Background: an optimization exercise with open tools, aiming at small area. Do not read the settings as production practice.
Where RTL was checked, it was by simulation tests only, not by an equivalence proof against the original.
No activity file was given, so power comes from the tool's default toggle rates.

==> v29 <==
// instruction_store
module instruction_store #(
  parameter int DATA_W = 32,
  parameter int ADDR_W = 10,
  parameter int DEPTH  = 56
) (
  input  logic              clock,
  input  logic              reset,
  input  logic [ADDR_W-1:0] address,
  output logic [DATA_W-1:0] instruction_out,
  output logic              fetch_fault,
  output logic              program_ready,
  input  logic              load_valid,
  output logic              load_ready,
  input  logic [DATA_W-1:0] load_data,
  input  logic              load_last,
  input  logic              reload,
  output logic [ADDR_W:0]   word_count
);
==> module instruction_store, before the edit <==
module instruction_store #(
  parameter int DATA_W = 32,
  parameter int ADDR_W = 10,
  parameter int DEPTH  = 56
) (
  input  logic              clock,
  input  logic              reset,
  input  logic [ADDR_W-1:0] address,
  output logic [DATA_W-1:0] instruction_out,
  output logic              fetch_fault,
  output logic              program_ready,
  input  logic              load_valid,
  output logic              load_ready,
  input  logic [DATA_W-1:0] load_data,
  input  logic              load_last,
  input  logic              reload,
  output logic [ADDR_W:0]   word_count
);
  localparam int IDX_W = $clog2(DEPTH + 1);   
  logic             load_q, run_q, clear;
  logic [IDX_W-1:0] cnt_q;
  logic             last_idx, xfer, in_range;
  logic [DEPTH-1:0] we, rsel;
  assign clear         = !load_q && !run_q;
  assign load_ready    = load_q;
  assign program_ready = run_q;
  assign xfer          = load_q && load_valid;
  assign last_idx      = cnt_q == IDX_W'(DEPTH-1);
  assign word_count    = clear ? '0 : (ADDR_W+1)'(cnt_q);
  always_ff @(posedge clock) begin
    if (reset) begin
      load_q <= 1'b0;
      run_q  <= 1'b0;
      cnt_q  <= '0;
    end else if (clear) begin
      cnt_q  <= last_idx ? '0 : cnt_q + 1'b1;
      load_q <= last_idx;
    end else if (load_q) begin
      if (load_valid) begin
        cnt_q <= cnt_q + 1'b1;
        if (load_last || last_idx) begin
          load_q <= 1'b0;
          run_q  <= 1'b1;
        end
      end
    end else if (reload) begin
      run_q <= 1'b0;
      cnt_q <= '0;
    end
  end
  assign in_range    = address < ADDR_W'(DEPTH);
  assign fetch_fault = run_q && !in_range;
  logic       rd_en;
  logic [7:0] dec_lo, dec_hi;
  assign rd_en = run_q && (address[ADDR_W-1:6] == '0);
  for (genvar i = 0; i < 8; i++) begin : g_pre
    assign dec_lo[i] = address[2:0] == 3'(i);
    assign dec_hi[i] = rd_en && (address[5:3] == 3'(i));
  end
  for (genvar w = 0; w < DEPTH; w++) begin : g_dec
    assign we[w]   = xfer && (cnt_q == IDX_W'(w));
    assign rsel[w] = dec_hi[w / 8] && dec_lo[w % 8];
  end
  instruction_ram #(.DATA_W(DATA_W), .DEPTH(DEPTH)) u_ram (
    .clock (clock),
    .clear (clear),
    .we    (we),
    .wdata (load_data),
    .rsel  (rsel),
    .rdata (instruction_out)
  );
endmodule
==> module instruction_ram, before the edit <==
module instruction_ram #(
  parameter int DATA_W = 32,
  parameter int DEPTH  = 56
) (
  input  logic              clock,
  input  logic              clear,
  input  logic [DEPTH-1:0]  we,      
  input  logic [DATA_W-1:0] wdata,
  input  logic [DEPTH-1:0]  rsel,    
  output logic [DATA_W-1:0] rdata
);
  localparam int N3 = DEPTH / 3;           
  localparam int R  = DEPTH - 3 * N3;      
  localparam int NG = N3 + (R > 0);
  logic [DATA_W-1:0] mem_q [DEPTH];
  logic [DATA_W-1:0] part_n [NG];
  logic              keep;
  assign keep = ~clear;
  for (genvar w = 0; w < DEPTH; w++) begin : g_word
    instruction_word #(.DATA_W(DATA_W)) u_word (
      .clock (clock),
      .keep  (keep),
      .we    (we[w]),
      .wdata (wdata),
      .q     (mem_q[w])
    );
  end
  for (genvar g = 0; g < N3; g++) begin : g_sel
    instruction_sel3 #(.DATA_W(DATA_W)) u_sel (
      .a   (mem_q[3*g]),
      .b   (mem_q[3*g+1]),
      .c   (mem_q[3*g+2]),
      .sa  (rsel[3*g]),
      .sb  (rsel[3*g+1]),
      .sc  (rsel[3*g+2]),
      .y_n (part_n[g])
    );
  end
  if (R == 2) begin : g_rest2
    instruction_sel2 #(.DATA_W(DATA_W)) u_sel (
      .a   (mem_q[3*N3]),
      .b   (mem_q[3*N3+1]),
      .sa  (rsel[3*N3]),
      .sb  (rsel[3*N3+1]),
      .y_n (part_n[N3])
    );
  end else if (R == 1) begin : g_rest1
    assign part_n[N3] = ~(mem_q[3*N3] & {DATA_W{rsel[3*N3]}});
  end
  always_comb begin
    rdata = '0;
    for (int g = 0; g < NG; g++) rdata = rdata | ~part_n[g];
  end
endmodule
==> module instruction_sel2, before the edit <==
module instruction_sel2 #(
  parameter int DATA_W = 32
) (
  input  logic [DATA_W-1:0] a,
  input  logic [DATA_W-1:0] b,
  input  logic              sa,
  input  logic              sb,
  output logic [DATA_W-1:0] y_n
);
  assign y_n = ~((a & {DATA_W{sa}}) | (b & {DATA_W{sb}}));
endmodule
Settings: LEC_CHECK=0, CAP_MARGIN=20, CORE_MARGIN=2, CORE_UTILIZATION=65, SETUP_SLACK_MARGIN=0.1, SLEW_MARGIN=20, SYNTH_HIERARCHICAL=1, SYNTH_MINIMUM_KEEP_SIZE=0; clock period 8.0 ns.
standard.sh (not shown) runs the stock make flow with config.mk's settings and CLKGATE_MAP_FILE= SYNTH_SCRIPT=/design/flow/synth_recipe.tcl, a recipe that flattens the netlist after the stock synthesis.
==> flow/flow/run.sh <==
#!/bin/bash
set -euo pipefail
here=$(pwd)
bash standard.sh \
  "BUFFER_PORTS_ARGS=-buffer_cell sky130_fd_sc_hd__buf_2" \
  "POST_FLOORPLAN_TCL=$here/flow/post_floorplan.tcl" \
  "CTS_ARGS=-sink_clustering_enable -repair_clock_nets -sink_clustering_size 28 -sink_clustering_max_diameter 100 -dont_use_dummy_load" \
  finish > flow_make.log 2>&1
==> flow/flow/post_floorplan.tcl <==
# own flow: synthesis sized a few storage gates up (a22o_2); put them back to a22o_1
set n 0
foreach inst [[ord::get_db_block] getInsts] {
  if {[[$inst getMaster] getName] eq "sky130_fd_sc_hd__a22o_2"} {
    replace_cell [$inst getName] sky130_fd_sc_hd__a22o_1
    incr n
  }
}
puts "own flow: replaced $n a22o_2 cells by a22o_1"
==> inputs of v21, as changes to v29 <==
--- a/flow/design.v
+++ b/flow/design.v
@@ -144,12 +144,5 @@
   assign fetch_fault = run_q && !in_range;
-  logic       rd_en;
-  logic [7:0] dec_lo, dec_hi;
-  assign rd_en = run_q && (address[ADDR_W-1:6] == '0);
-  for (genvar i = 0; i < 8; i++) begin : g_pre
-    assign dec_lo[i] = address[2:0] == 3'(i);
-    assign dec_hi[i] = rd_en && (address[5:3] == 3'(i));
-  end
   for (genvar w = 0; w < DEPTH; w++) begin : g_dec
     assign we[w]   = xfer && (cnt_q == IDX_W'(w));
-    assign rsel[w] = dec_hi[w / 8] && dec_lo[w % 8];
+    assign rsel[w] = run_q && (address == ADDR_W'(w));
   end
==> flow/run.sh (new file) <==
#!/bin/bash
# synth_recipe.tcl (not shown) runs the flow's synth.tcl, then flattens the netlist and writes it again
# the make line also repeats each setting of config.mk as NAME=value (left out here)
make -C /OpenROAD-flow-scripts/flow DESIGN_CONFIG=/design/flow/config.mk WORK_HOME=/design/flow/orfs CLKGATE_MAP_FILE= SYNTH_SCRIPT=/design/flow/synth_recipe.tcl finish
--- a/flow/config.mk
+++ b/flow/config.mk
@@ -9,3 +9,5 @@
 export CORE_MARGIN = 2
-export CORE_UTILIZATION = 65
+export CORE_UTILIZATION = 50
+export CTS_CLUSTER_DIAMETER = 100
+export CTS_CLUSTER_SIZE = 24
 export SETUP_SLACK_MARGIN = 0.1
removed: flow/flow/run.sh
removed: flow/flow/post_floorplan.tcl
removed: flow/standard.sh
==> inputs of v4, as changes to v29 <==
--- a/flow/design.v
+++ b/flow/design.v
@@ -37,2 +37,32 @@
   assign y_n = ~((a & {DATA_W{sa}}) | (b & {DATA_W{sb}}));
+endmodule
+module instruction_nand4 #(parameter int DATA_W = 32) (
+  input  logic [DATA_W-1:0] a, b, c, d,
+  output logic [DATA_W-1:0] y
+);
+  assign y = ~(a & b & c & d);
+endmodule
+module instruction_nand3 #(parameter int DATA_W = 32) (
+  input  logic [DATA_W-1:0] a, b, c,
+  output logic [DATA_W-1:0] y
+);
+  assign y = ~(a & b & c);
+endmodule
+module instruction_nand2 #(parameter int DATA_W = 32) (
+  input  logic [DATA_W-1:0] a, b,
+  output logic [DATA_W-1:0] y
+);
+  assign y = ~(a & b);
+endmodule
+module instruction_nor3 #(parameter int DATA_W = 32) (
+  input  logic [DATA_W-1:0] a, b, c,
+  output logic [DATA_W-1:0] y
+);
+  assign y = ~(a | b | c);
+endmodule
+module instruction_nor2 #(parameter int DATA_W = 32) (
+  input  logic [DATA_W-1:0] a, b,
+  output logic [DATA_W-1:0] y
+);
+  assign y = ~(a | b);
 endmodule
@@ -87,5 +117,19 @@
   end
-  always_comb begin
-    rdata = '0;
-    for (int g = 0; g < NG; g++) rdata = rdata | ~part_n[g];
+  if (NG == 19) begin : g_or19
+    logic [DATA_W-1:0] s1 [5];
+    logic [DATA_W-1:0] s2_n [2];
+    for (genvar i = 0; i < 4; i++) begin : g_l1
+      instruction_nand4 #(.DATA_W(DATA_W)) u_l1 (
+        .a (part_n[4*i]), .b (part_n[4*i+1]), .c (part_n[4*i+2]), .d (part_n[4*i+3]), .y (s1[i]));
+    end
+    instruction_nand3 #(.DATA_W(DATA_W)) u_l1_4 (
+      .a (part_n[16]), .b (part_n[17]), .c (part_n[18]), .y (s1[4]));
+    instruction_nor3 #(.DATA_W(DATA_W)) u_l2_0 (.a (s1[0]), .b (s1[1]), .c (s1[2]), .y (s2_n[0]));
+    instruction_nor2 #(.DATA_W(DATA_W)) u_l2_1 (.a (s1[3]), .b (s1[4]), .y (s2_n[1]));
+    instruction_nand2 #(.DATA_W(DATA_W)) u_l3 (.a (s2_n[0]), .b (s2_n[1]), .y (rdata));
+  end else begin : g_or
+    always_comb begin
+      rdata = '0;
+      for (int g = 0; g < NG; g++) rdata = rdata | ~part_n[g];
+    end
   end
==> flow/flow/run.sh (replaced) <==
#!/bin/bash
set -euo pipefail
bash standard.sh \
  "BUFFER_PORTS_ARGS=-buffer_cell sky130_fd_sc_hd__buf_2" \
  "CTS_ARGS=-sink_clustering_enable -repair_clock_nets -sink_clustering_size 24 -sink_clustering_max_diameter 100 -dont_use_dummy_load" \
  finish > flow_make.log 2>&1
--- a/flow/config.mk
+++ b/flow/config.mk
@@ -9,3 +9,5 @@
 export CORE_MARGIN = 2
-export CORE_UTILIZATION = 65
+export CORE_UTILIZATION = 50
+export CTS_CLUSTER_DIAMETER = 100
+export CTS_CLUSTER_SIZE = 24
 export SETUP_SLACK_MARGIN = 0.1
removed: flow/flow/post_floorplan.tcl
==> inputs of v36, as changes to v29 <==
--- a/flow/design.v
+++ b/flow/design.v
@@ -27,13 +27,2 @@
 endmodule
-module instruction_sel2 #(
-  parameter int DATA_W = 32
-) (
-  input  logic [DATA_W-1:0] a,
-  input  logic [DATA_W-1:0] b,
-  input  logic              sa,
-  input  logic              sb,
-  output logic [DATA_W-1:0] y_n
-);
-  assign y_n = ~((a & {DATA_W{sa}}) | (b & {DATA_W{sb}}));
-endmodule
 module instruction_ram #(
@@ -49,9 +38,9 @@
 );
-  localparam int N3 = DEPTH / 3;           
-  localparam int R  = DEPTH - 3 * N3;      
-  localparam int NG = N3 + (R > 0);
-  logic [DATA_W-1:0] mem_q [DEPTH];
+  localparam int NG = (DEPTH + 2) / 3;
+  logic [DATA_W-1:0] mem_q [NG*3];
+  logic [NG*3-1:0]   sel;
   logic [DATA_W-1:0] part_n [NG];
-  logic              keep;
-  assign keep = ~clear;
+  logic [DEPTH-1:0]  keep;
+  assign keep = ~(we | {DEPTH{clear}});
+  assign sel  = (NG*3)'(rsel);
   for (genvar w = 0; w < DEPTH; w++) begin : g_word
@@ -59,3 +48,3 @@
       .clock (clock),
-      .keep  (keep),
+      .keep  (keep[w]),
       .we    (we[w]),
@@ -65,3 +54,6 @@
   end
-  for (genvar g = 0; g < N3; g++) begin : g_sel
+  for (genvar w = DEPTH; w < NG*3; w++) begin : g_pad
+    assign mem_q[w] = '0;
+  end
+  for (genvar g = 0; g < NG; g++) begin : g_sel
     instruction_sel3 #(.DATA_W(DATA_W)) u_sel (
@@ -70,18 +62,7 @@
       .c   (mem_q[3*g+2]),
-      .sa  (rsel[3*g]),
-      .sb  (rsel[3*g+1]),
-      .sc  (rsel[3*g+2]),
+      .sa  (sel[3*g]),
+      .sb  (sel[3*g+1]),
+      .sc  (sel[3*g+2]),
       .y_n (part_n[g])
     );
-  end
-  if (R == 2) begin : g_rest2
-    instruction_sel2 #(.DATA_W(DATA_W)) u_sel (
-      .a   (mem_q[3*N3]),
-      .b   (mem_q[3*N3+1]),
-      .sa  (rsel[3*N3]),
-      .sb  (rsel[3*N3+1]),
-      .y_n (part_n[N3])
-    );
-  end else if (R == 1) begin : g_rest1
-    assign part_n[N3] = ~(mem_q[3*N3] & {DATA_W{rsel[3*N3]}});
   end
@@ -144,12 +125,5 @@
   assign fetch_fault = run_q && !in_range;
-  logic       rd_en;
-  logic [7:0] dec_lo, dec_hi;
-  assign rd_en = run_q && (address[ADDR_W-1:6] == '0);
-  for (genvar i = 0; i < 8; i++) begin : g_pre
-    assign dec_lo[i] = address[2:0] == 3'(i);
-    assign dec_hi[i] = rd_en && (address[5:3] == 3'(i));
-  end
   for (genvar w = 0; w < DEPTH; w++) begin : g_dec
     assign we[w]   = xfer && (cnt_q == IDX_W'(w));
-    assign rsel[w] = dec_hi[w / 8] && dec_lo[w % 8];
+    assign rsel[w] = run_q && (address == ADDR_W'(w));
   end
==> flow/run.sh (new file) <==
#!/bin/bash
# synth_recipe.tcl (not shown) runs the flow's synth.tcl, then flattens the netlist and writes it again
# the make line also repeats each setting of config.mk as NAME=value (left out here)
make -C /OpenROAD-flow-scripts/flow DESIGN_CONFIG=/design/flow/config.mk WORK_HOME=/design/flow/orfs CLKGATE_MAP_FILE= SYNTH_SCRIPT=/design/flow/synth_recipe.tcl finish
--- a/flow/config.mk
+++ b/flow/config.mk
@@ -9,4 +9,3 @@
 export CORE_MARGIN = 2
-export CORE_UTILIZATION = 65
-export SETUP_SLACK_MARGIN = 0.1
+export CORE_UTILIZATION = 40
 export SLEW_MARGIN = 20
removed: flow/flow/run.sh
removed: flow/flow/post_floorplan.tcl
removed: flow/standard.sh
==> qor summary <==
quantity                                                                                      v21                                   v29                                   v36                                     v4
Largest fanout on the critical path                                                            21                                    21                                    32                                     20
Mux share of post-synthesis cell area                                                          0%                               0.0152%                                    0%                                0.0152%
Number of global-route vias before repair                                                   45700                                 45400                                 48800                                  45600
Placed inst area                                                                       0.0654 mm2                            0.0644 mm2                            0.0669 mm2                             0.0654 mm2
Seq/Total Area, Yosys                                                                       55.0%                                 54.9%                                 54.7%                                  54.6%
Fraction of layout instances using a drive strength above 1                                 10.8%                                 8.94%                                 16.5%                                  12.1%
Area of the mapped netlist                                                             0.0656 mm2                            0.0656 mm2                            0.0659 mm2                             0.0660 mm2
Power of the clock network                                                              0.00494 W                             0.00439 W                             0.00882 W                              0.00471 W
Syn Area/Cell                                                                            12.8 um2                              12.8 um2                              12.7 um2                               12.7 um2
Clock group share of total power                                                            34.9%                                 32.2%                                 48.5%                                  33.8%
Met2 track demand over resource in global routing                                           47.3%                                 59.1%                                 39.6%                                  46.4%
Effective utilization at floorplan                                                          50.5%                                 65.6%                                 40.4%                                  50.3%
Share of cell area taken by flip-flops and latches                                          53.0%                                 54.2%                                 49.3%                                  53.2%
Outcome                                                                            finished clean                        finished clean                        finished clean                         finished clean
Min-Delay Startpoint                                         u_ram.g_word[44].u_word.q[0]$_DFF_P_  u_ram.g_word[44].u_word.q[0]$_DFF_P_  u_ram.g_word[26].u_word.q[8]$_DFF_P_  u_ram.g_word[17].u_word.q[19]$_DFF_P_
Simple logic cell fraction of the synthesized area                                          3.17%                                 3.20%                                 3.47%                                  3.67%
For v36, only the layout was checked, not whether the RTL still works.

-- re-timing with driven ports --
Ports are ideal in the flow. The routed layouts listed here were re-timed in OpenROAD.
Step 1 (the two cells are an assumption about what drives the block):
set clk [get_ports {clock}]
set_driving_cell -lib_cell sky130_fd_sc_hd__clkbuf_16 $clk
set_driving_cell -lib_cell sky130_fd_sc_hd__buf_2 [delete_from_list [all_inputs] $clk]
Step 2 also shifts input and output timing later by t, the mid clock arrival at the registers, as if the neighbouring blocks saw the same clock.
a / b / c = no drivers / after step 1 / after step 2; a / b = the first two.
run | shift t [ns] | slack for setup (ns) | worst setup path at the end
v29 | 0.766 | 0.859 / 0.832 / 0.832 | input to output
v21 | 0.813 | 0.166 / 0.145 / 0.145 | input to output
v4 | 0.806 | 1.178 / 1.156 / 1.156 | input to output
v36 | 0.873 | 0.071 / -0.037 / -0.037 | input to output
Met with ideal ports but missed after step 2: setup timing in v36. For v36, which loses most, drivers alone change the setup slack by -0.108 ns; drivers and shift together by -0.108 ns.
